Context: an optimization exercise on an open-source flow, tuned for small area. The choices shown serve that exercise and are no tape-out recipe. In this exercise RTL edits were held to simulation tests only and were not proved equivalent to the original. Power is estimated from default activity; no workload was simulated.

==> flow/design.v <==
package vdma_geom_pkg;
    localparam int PIX_W        = 32;
    localparam int PIX_PER_WORD = 4;
    localparam int WORD_W         = PIX_W * PIX_PER_WORD;
    localparam int BYTES_PER_WORD = WORD_W / 8;
    localparam int ADDR_W = 32;
    typedef logic [PIX_W-1:0]  pixel_t;
    typedef logic [ADDR_W-1:0] addr_t;
    typedef logic [15:0] hcount_t;
    typedef union packed {
        pixel_t [PIX_PER_WORD-1:0] pix;
        logic [WORD_W-1:0]         raw;
    } axi_word_u;
endpackage
package axi_wr_pkg;
    localparam logic [1:0] BURST_INCR = 2'b01;
    localparam logic [2:0] SIZE_16B = 3'b100;
    localparam int AXI_LEN_W = 8;
    typedef logic [AXI_LEN_W:0] burst_len_t;
endpackage
`timescale 1ns/10ps
module pixel_packer (
    input  logic      clock,
    input  logic      arst_n,
    input  logic      vsync,
    input  logic      de,
    input  vdma_geom_pkg::pixel_t    idata,
    output logic      frame_start,
    output logic      push,
    output vdma_geom_pkg::axi_word_u push_word
);
    localparam int SLOT_W = $clog2(vdma_geom_pkg::PIX_PER_WORD);
    localparam logic [SLOT_W-1:0] LAST_SLOT = SLOT_W'(vdma_geom_pkg::PIX_PER_WORD - 1);
    logic              vsync_d;
    logic              de_d;
    logic              vsync_rise;
    logic              line_end;
    logic [SLOT_W-1:0] slot;
    vdma_geom_pkg::axi_word_u         acc;
    vdma_geom_pkg::axi_word_u         nxt;
    assign vsync_rise = vsync && !vsync_d;
    assign line_end   = !de && de_d;
    always_comb begin
        nxt = acc;
        if (slot == '0) begin
            nxt = '0;
        end
        nxt.pix[slot] = idata;
    end
    always_ff @(posedge clock or negedge arst_n) begin
        if (!arst_n) begin
            vsync_d     <= 1'b0;
            de_d        <= 1'b0;
            frame_start <= 1'b0;
            push        <= 1'b0;
            slot        <= '0;
        end else begin
            vsync_d     <= vsync;
            de_d        <= de;
            frame_start <= vsync_rise;
            push        <= 1'b0;
            if (vsync_rise) begin
                slot <= '0;
            end else if (de) begin
                push <= (slot == LAST_SLOT);
                slot <= slot + 1'b1;
            end else if (line_end && slot != '0) begin
                push <= 1'b1;
                slot <= '0;
            end
        end
    end
    always_ff @(posedge clock) begin
        if (vsync_rise) begin
            acc <= '0;
        end else if (de) begin
            acc <= nxt;
            if (slot == LAST_SLOT) begin
                push_word <= nxt;
            end
        end else if (line_end) begin
            push_word <= acc;
        end
    end
endmodule
`timescale 1ns/10ps
module line_fifo #(
    parameter int FIFO_DEPTH   = 64,
    parameter int AFULL_MARGIN = 4
) (
    input  logic                        clock,
    input  logic                        arst_n,
    input  logic                        clear,
    input  logic                        push,
    input  vdma_geom_pkg::axi_word_u                   push_word,
    input  logic                        pop,
    output vdma_geom_pkg::axi_word_u                   head_word,
    output logic                        empty,
    output logic [$clog2(FIFO_DEPTH):0] level,
    output logic                        almost_full
);
    localparam int PTR_W = $clog2(FIFO_DEPTH);
    localparam int CNT_W = PTR_W + 1;
    logic [vdma_geom_pkg::WORD_W-1:0] mem [FIFO_DEPTH];
    logic [PTR_W-1:0]  wr_ptr;
    logic [PTR_W-1:0]  rd_ptr;
    logic [CNT_W-1:0]  count;
    logic              full;
    logic              wr_en;
    logic              rd_en;
    assign full  = (count == CNT_W'(FIFO_DEPTH));
    assign empty = (count == '0);
    assign wr_en = push && !full && !clear;
    assign rd_en = pop && !empty && !clear;
    always_ff @(posedge clock or negedge arst_n) begin
        if (!arst_n) begin
            wr_ptr <= '0;
            rd_ptr <= '0;
            count  <= '0;
        end else if (clear) begin
            wr_ptr <= '0;
            rd_ptr <= '0;
            count  <= '0;
        end else begin
            if (wr_en) begin
                wr_ptr <= wr_ptr + 1'b1;
            end
            if (rd_en) begin
                rd_ptr <= rd_ptr + 1'b1;
            end
            if (wr_en && !rd_en) begin
                count <= count + 1'b1;
            end else if (rd_en && !wr_en) begin
                count <= count - 1'b1;
            end
        end
    end
    always_ff @(posedge clock) begin
        if (wr_en) begin
            mem[wr_ptr] <= push_word.raw;
        end
    end
    assign head_word.raw = mem[rd_ptr];
    assign level         = count;
    assign almost_full = ((CNT_W'(FIFO_DEPTH) - count) <= CNT_W'(AFULL_MARGIN));
endmodule
`timescale 1ns/10ps
module burst_scheduler #(
    parameter int BURST_LEN   = 16,
    parameter int LINE_STRIDE = 8192,
    parameter int FIFO_DEPTH  = 64
) (
    input  logic                        clock,
    input  logic                        arst_n,
    input  logic                        enable,
    input  logic                        frame_start,
    input  vdma_geom_pkg::addr_t                       baseaddr,
    input  vdma_geom_pkg::hcount_t                     hactive,
    input  logic [$clog2(FIFO_DEPTH):0] level,
    input  logic                        done,
    output logic                        req,
    output axi_wr_pkg::burst_len_t                  req_len,
    output vdma_geom_pkg::addr_t                       req_addr
);
    vdma_geom_pkg::hcount_t words_per_line;
    vdma_geom_pkg::hcount_t line_words;
    vdma_geom_pkg::hcount_t words_left;
    vdma_geom_pkg::hcount_t cur_len;
    vdma_geom_pkg::addr_t   line_addr;
    vdma_geom_pkg::addr_t   next_line;
    vdma_geom_pkg::addr_t   burst_bytes;
    logic    line_done;
    assign words_per_line = vdma_geom_pkg::hcount_t'(({1'b0, hactive} + vdma_geom_pkg::PIX_PER_WORD - 1) / vdma_geom_pkg::PIX_PER_WORD);
    assign cur_len   = (words_left < vdma_geom_pkg::hcount_t'(BURST_LEN)) ? words_left : vdma_geom_pkg::hcount_t'(BURST_LEN);
    assign req_len   = axi_wr_pkg::burst_len_t'(cur_len);
    assign line_done = (words_left == cur_len);
    assign next_line   = line_addr + vdma_geom_pkg::addr_t'(LINE_STRIDE);
    assign burst_bytes = vdma_geom_pkg::addr_t'(cur_len) * vdma_geom_pkg::addr_t'(vdma_geom_pkg::BYTES_PER_WORD);
    always_ff @(posedge clock or negedge arst_n) begin
        if (!arst_n) begin
            req        <= 1'b0;
            line_words <= '0;
            words_left <= '0;
            line_addr  <= '0;
            req_addr   <= '0;
        end else if (frame_start) begin
            req        <= 1'b0;
            line_words <= words_per_line;
            words_left <= words_per_line;
            line_addr  <= baseaddr;
            req_addr   <= baseaddr;
        end else if (done) begin
            req <= 1'b0;
            if (line_done) begin
                line_addr  <= next_line;
                req_addr   <= next_line;
                words_left <= line_words;
            end else begin
                req_addr   <= req_addr + burst_bytes;
                words_left <= words_left - cur_len;
            end
        end else if (!req && enable && words_left != '0 && vdma_geom_pkg::hcount_t'(level) >= cur_len) begin
            req <= 1'b1;
        end
    end
endmodule
`timescale 1ns/10ps
module axi_write_master (
    input  logic                 clock,
    input  logic                 arst_n,
    input  logic                 req,
    input  axi_wr_pkg::burst_len_t           req_len,
    input  vdma_geom_pkg::addr_t                req_addr,
    input  vdma_geom_pkg::axi_word_u            head_word,
    input  logic                 empty,
    output logic                 pop,
    output logic                 done,
    output vdma_geom_pkg::addr_t                awaddr,
    output logic [axi_wr_pkg::AXI_LEN_W-1:0] awlen,
    output logic [2:0]           awsize,
    output logic [1:0]           awburst,
    output logic                 awvalid,
    input  logic                 awready,
    output logic [vdma_geom_pkg::WORD_W-1:0]    wdata,
    output logic                 wlast,
    output logic                 wvalid,
    input  logic                 wready,
    output logic                 bready,
    input  logic                 bvalid
);
    typedef enum logic [1:0] {
        S_IDLE,
        S_ADDR,
        S_DATA,
        S_RESP
    } state_t;
    state_t               state;
    logic [axi_wr_pkg::AXI_LEN_W-1:0] beat_cnt;
    logic                 start;
    assign start = (state == S_IDLE) && req && !done;
    always_ff @(posedge clock or negedge arst_n) begin
        if (!arst_n) begin
            state    <= S_IDLE;
            beat_cnt <= '0;
            done     <= 1'b0;
        end else begin
            done <= 1'b0;
            case (state)
                S_IDLE: begin
                    if (start) begin
                        state <= S_ADDR;
                    end
                end
                S_ADDR: begin
                    if (awready) begin
                        state    <= S_DATA;
                        beat_cnt <= '0;
                    end
                end
                S_DATA: begin
                    if (wready) begin
                        if (wlast) begin
                            state <= S_RESP;
                        end else begin
                            beat_cnt <= beat_cnt + 1'b1;
                        end
                    end
                end
                default: begin
                    if (bvalid) begin
                        state <= S_IDLE;
                        done  <= 1'b1;
                    end
                end
            endcase
        end
    end
    always_ff @(posedge clock) begin
        if (start) begin
            awaddr <= req_addr;
            awlen  <= axi_wr_pkg::AXI_LEN_W'(req_len - 1'b1);
        end
    end
    assign awsize  = axi_wr_pkg::SIZE_16B;
    assign awburst = axi_wr_pkg::BURST_INCR;
    assign awvalid = (state == S_ADDR);
    assign wvalid = (state == S_DATA);
    assign wlast  = wvalid && (beat_cnt == awlen);
    assign wdata  = head_word.raw;
    assign pop    = wvalid && wready;
    assign bready = (state == S_RESP);
endmodule
`timescale 1ns/10ps
module vdma_write_top #(
    parameter int BURST_LEN    = 4,
    parameter int LINE_STRIDE  = 256,
    parameter int FIFO_DEPTH   = 16,
    parameter int AFULL_MARGIN = 4
) (
    input  logic                 clock,
    input  logic                 arst_n,
    input  logic                 enable,
    input  vdma_geom_pkg::addr_t                baseaddr,
    input  vdma_geom_pkg::hcount_t              hactive,
    input  logic                 vsync,
    input  logic                 de,
    input  vdma_geom_pkg::pixel_t               idata,
    output logic                 fifo_almost_full,
    output vdma_geom_pkg::addr_t                awaddr,
    output logic [axi_wr_pkg::AXI_LEN_W-1:0] awlen,
    output logic [2:0]           awsize,
    output logic [1:0]           awburst,
    output logic                 awvalid,
    input  logic                 awready,
    output logic [vdma_geom_pkg::WORD_W-1:0]    wdata,
    output logic                 wlast,
    output logic                 wvalid,
    input  logic                 wready,
    output logic                 bready,
    input  logic                 bvalid
);
    localparam int LEVEL_W = $clog2(FIFO_DEPTH) + 1;
    logic               frame_start;
    logic               push;
    vdma_geom_pkg::axi_word_u          push_word;
    logic               pop;
    vdma_geom_pkg::axi_word_u          head_word;
    logic               empty;
    logic [LEVEL_W-1:0] level;
    logic               req;
    axi_wr_pkg::burst_len_t         req_len;
    vdma_geom_pkg::addr_t              req_addr;
    logic               done;
    pixel_packer u_packer (
        .clock       (clock),
        .arst_n      (arst_n),
        .vsync       (vsync),
        .de          (de),
        .idata       (idata),
        .frame_start (frame_start),
        .push        (push),
        .push_word   (push_word)
    );
    line_fifo #(
        .FIFO_DEPTH   (FIFO_DEPTH),
        .AFULL_MARGIN (AFULL_MARGIN)
    ) u_fifo (
        .clock       (clock),
        .arst_n      (arst_n),
        .clear       (frame_start),
        .push        (push),
        .push_word   (push_word),
        .pop         (pop),
        .head_word   (head_word),
        .empty       (empty),
        .level       (level),
        .almost_full (fifo_almost_full)
    );
    burst_scheduler #(
        .BURST_LEN   (BURST_LEN),
        .LINE_STRIDE (LINE_STRIDE),
        .FIFO_DEPTH  (FIFO_DEPTH)
    ) u_sched (
        .clock       (clock),
        .arst_n      (arst_n),
        .enable      (enable),
        .frame_start (frame_start),
        .baseaddr    (baseaddr),
        .hactive     (hactive),
        .level       (level),
        .done        (done),
        .req         (req),
        .req_len     (req_len),
        .req_addr    (req_addr)
    );
    axi_write_master u_master (
        .clock     (clock),
        .arst_n    (arst_n),
        .req       (req),
        .req_len   (req_len),
        .req_addr  (req_addr),
        .head_word (head_word),
        .empty     (empty),
        .pop       (pop),
        .done      (done),
        .awaddr    (awaddr),
        .awlen     (awlen),
        .awsize    (awsize),
        .awburst   (awburst),
        .awvalid   (awvalid),
        .awready   (awready),
        .wdata     (wdata),
        .wlast     (wlast),
        .wvalid    (wvalid),
        .wready    (wready),
        .bready    (bready),
        .bvalid    (bvalid)
    );
endmodule
==> flow/run.sh <==
#!/bin/bash
# synth_recipe.tcl (not shown) runs the flow's synth.tcl, then flattens the netlist and writes it again
# the make line also repeats each setting of config.mk as NAME=value (left out here)
make -C /OpenROAD-flow-scripts/flow DESIGN_CONFIG=/design/flow/config.mk WORK_HOME=/design/flow/orfs CLKGATE_MAP_FILE= SYNTH_SCRIPT=/design/flow/synth_recipe.tcl finish
==> flow/config.mk <==
export PLATFORM = sky130hd
export DESIGN_NAME = vdma_write_top
export DESIGN_NICKNAME = vdma_write_top
export VERILOG_FILES = /design/flow/design.v
export SDC_FILE = /design/flow/constraint.sdc
export NUM_CORES = 4
export LEC_CHECK = 0
export CAP_MARGIN = 20
export CORE_MARGIN = 2
export CORE_UTILIZATION = 40
export PLACE_DENSITY = 0.6
export SLEW_MARGIN = 20
==> flow/constraint.sdc <==
create_clock -name core_clock -period 8.0 [get_ports {clock}]
set_input_delay 1.6000 -clock core_clock [delete_from_list [all_inputs] [get_ports {clock}]]
set_output_delay 1.6000 -clock core_clock [all_outputs]
set_load 0.01 [all_outputs]
==> run notes <==
Status: finished clean
Total Power: 33.1 mW
Cells after DPL: 8702
Largest cells by area after synthesis: edfxtp_1 (69%), mux4_2 (5.9%), mux2i_1 (4.1%)
Total number of vias: 52900
Max VDD drop: 248 uV
Post-layout util: 46.6%
Crit path launch type: flop
Cells after Synth: 5467
Fmax: 148 MHz
Io pins: 266
Hold buffer count at cts: 0
Core box area: 241000 um2
Sequential Power Share: 45.6%
CP Class: reg -> out
CTS Root Cell: clkbuf_16
CTS Buffer Depth: 4
Max incr delay on CP: 0.97 ns
Clock share of power: 36.9%
Number of global-route vias before repair: 53000
H-tree lvl count: 5
Worst Tran Pin Value: 1.16 ns
NetSw: 8.47 mW
Cell Pwr Density: 295 nW/um2
Worst relative slew slack: 22.4%
Placed wire-length estimate: 132 mm
Min-delay worst type: reg -> reg
Yosys cell types: 86
Die Wd: 496 um
Final Hold Fails: 0
Cell Rows: 180
Gr ovfl total: 0
Total Routing Usage GR: 20.8%
Routed WL: 260 mm
1st-iter DRT viols: 5350
Die area: 246000 um2
Sw Ratio: 25.6%
Resized cells post-CTS: 0
M2 GR Usage: 34.0%
Register area share after synthesis: 74.6%
GRT met3 Usage: 3.64%
CTS tree: yes
Layout Nets: 5930
Ys flop type: edfxtp_1
Crit path top cell by count: buf_4
Clk_skew: 0.0864 ns
Placed inst area: 103000 um2
MaxCap Viol Count: 0
Worst skew pair latency: 0.93 ns
Worst setup EP type: output port
Yosys top cell area share: 68.7%
Lkg Pwr: 35.9 nW
Total CTS buffers: 276
Post-Route Setup TNS: 0 ns
Non-Filler Instances: 9198
CP cell instances: buf_4, buf_4, mux4_2, a22oi_1, nand2_1, clkdlybuf4s50_1
Design area: 112000 um2
Largest net degree at the start of global routing: 125
Synth warn: 4
Register bit total from synthesis: 2471
First-pass GRT wire length: 373 mm
Met1 usage: 28.7%
PortBufs: 260
Gr busiest metal: met2
Routed Antenna Nets: 0
Unrepaired setup endpoints after global routing: no
P_int: 24.6 mW
Postcts setup bufs: 0
DRC Markers: 0
Worst path arrival time: 5.14 ns
Die height: 496 um
Worst path required time: 6.40 ns
Count of final setup violators: 0
TritonCTS Sinks: 2471
Antenna violations before repair: 22
Clk slew on worst S/H paths: 0.06 ns
Synth async-reset ratio: 5.14%
Gpl congestion: 0.778
Final period util: 84.2%
Initial core utilization: 40.2%
Number of synthesized flops with an enable pin: 2216
Synth area leader: edfxtp_1
Vias per cell: 5.75
Slew Viols, Final: 0
Critical-path top delay cell: buf_4
Logic pwr share: 17.5%
Drt pass-1 iters: 6
Final min period: 6.74 ns
WL per Instance: 28.3 um
Synthesized area: 96900 um2
Layout cell share with drive strength beyond 1: 15.6%
Layout area overhead: 15.7%
Worst Path Max Fanout: 62
Post-synthesis area per instance: 17.7 um2
-- per-layer routing --
| layer | vias to the layer above | part of all wire (%) |
|---|---|---|
| met3 | 362 | 6.7 |
| li1 | 22700 | - |
| met5 | - | 0 |
| met4 | 0 | 2.2 |
| met1 | 27900 | 42 |
| met2 | 1920 | 49 |
-- cells by family after synthesis --
group,share of synthesized area (%)
buf+inv,1.49
mux,11.7
compound gates,8.07
simple gates,2.56
flops,74.6
xor+xnor,0.922
fa+ha+maj,0.622
other cells,0.00775
-- power by group through the flow --
stage | clock [mW] | sequential, mW | combinational [mW]
2_1_floorplan | 0 | 15.1 | 4.00
3_3_place_gp | 0 | 15.3 | 5.82
3_5_place_dp | 0 | 15.4 | 5.85
4_1_cts | 12.4 | 15.1 | 5.88
5_1_grt | 12.9 | 15.2 | 6.25
6_report | 12.2 | 15.1 | 5.79
-- critical path: cells and delay by family (launching register included) --
family          cells  cell delay [ns]
simple gates        1             0.23
mux                 1             0.42
flops               1             0.96
buf+inv             3             2.36
compound gates      1             0.22
-- state kept, by name, summed over array words and instances (netlist names), 2 cells and up --
register	cells
u_master.beat_cnt	8
u_master.awlen	8
u_fifo.mem	2048
u_fifo.rd_ptr	4
u_fifo.count	5
u_packer.acc	128
u_master.awaddr	32
u_sched.line_words	16
u_sched.words_left	16
u_fifo.wr_ptr	4
u_sched.req_addr	32
u_master.state	2
u_packer.push_word	128
u_sched.line_addr	32
u_packer.slot	2
-- through the flow --
step	hold slack, ns	worst slack [ns]
final	0.443	1.26
after global routing	0.461	1.03
after CTS	0.447	1.13
after detailed placement	0.434	2.11
after global placement	0.427	2.13
after floorplan	0.419	0.0717
-- cells in the final DEF, fill, tap and decap left out, drive strengths merged, types with 20 or more instances in the layout --
| cell | n |
|---|---|
| a21boi | 131 |
| dfrtp | 127 |
| mux2 | 145 |
| and2 | 21 |
| nand2 | 242 |
| nor2 | 84 |
| mux2i | 397 |
| ha | 45 |
| xnor2 | 50 |
| dfxtp | 128 |
| nor3 | 25 |
| xor2 | 52 |
| a22oi | 132 |
| clkbuf | 369 |
| a22o | 127 |
| a221oi | 139 |
| clkinv | 80 |
| inv | 45 |
| conb | 21 |
| o21ai | 337 |
| buf | 97 |
| clkdlybuf4s50 | 258 |
| mux4 | 256 |
| a21oi | 183 |
| and3 | 32 |
| nand3 | 45 |
| diode | 20 |
| edfxtp | 2216 |
-- synthesized netlist by cell type (all sizes together) (3+ instances only) --
master,n
xnor2,50
and4,3
a22o,127
xor2,52
nor4,11
mux2i,397
o21ai,337
edfxtp,2216
nor2,84
clkbuf,240
or2,4
nand3,45
o221ai,5
a21oi,183
or4,7
nand2,242
a22oi,132
and2,21
a21boi,131
dfxtp,128
o211ai,15
a21o,14
nand4,14
o31a,4
a31oi,7
o22ai,8
a222oi,3
nor4b,3
nand2b,9
buf,84
dfrtp,127
o21a,9
o2bb2ai,5
or3,6
a221oi,139
inv,41
o31ai,7
mux2,145
a211oi,8
nor3,25
and3,32
nor2b,8
mux4,256
ha,45
-- layout make-up --
class	count	area, um2
antenna	20	50.0
clock buffer	369	7600
clock inverter	107	1020
fill	20100	129000
inverter	43	163
multi-input combinational	2648	23400
sequential	2471	72300
tap	3185	3990
timing repair buffer	355	3630
-- worst paths after layout --
check	from	depth (start not counted)	end	slack, ns
max	u_fifo.rd_ptr[1]	6	wdata[32]	1.26
min	u_sched.req_addr[1]	0	u_master.awaddr[1]	0.44
max reg2reg	u_sched.words_left[7]	12	u_sched.req_addr[30]	3.31
min reg2reg	u_sched.req_addr[1]	0	u_master.awaddr[1]	0.44
max in group asynchronous	arst_n	2	u_master.state[0]	5.81
min in group asynchronous	arst_n	1	u_sched.req_addr[23]	0.72

[port drivers added, routing unchanged]
No port has a modelled driver above. Below, the same layout with a new extraction and two added sets of constraints. Step 1 assumes that a clkbuf_16 drives the clock port and a buf_2 every other input. Step 2, shift: input delay + t, output delay - t, t = (earliest + latest rising clock arrival at the registers) / 2. This alone moves slack from input paths to output paths. a / b / c = no drivers / after step 1 / after step 2; a / b = the first two.
t, ns: 0.970
slack for setup (ns): 1.262 / 1.173 / 2.143
slew at the worst register clock pin (ns): 0.07 / 0.07
worst slew at a driven data input, ns: 0.19
cell pins on the clock port's net: 1
After both steps this run still meets setup and hold. For this run, drivers alone change the setup slack by -0.089 ns; drivers and shift together by +0.881 ns.
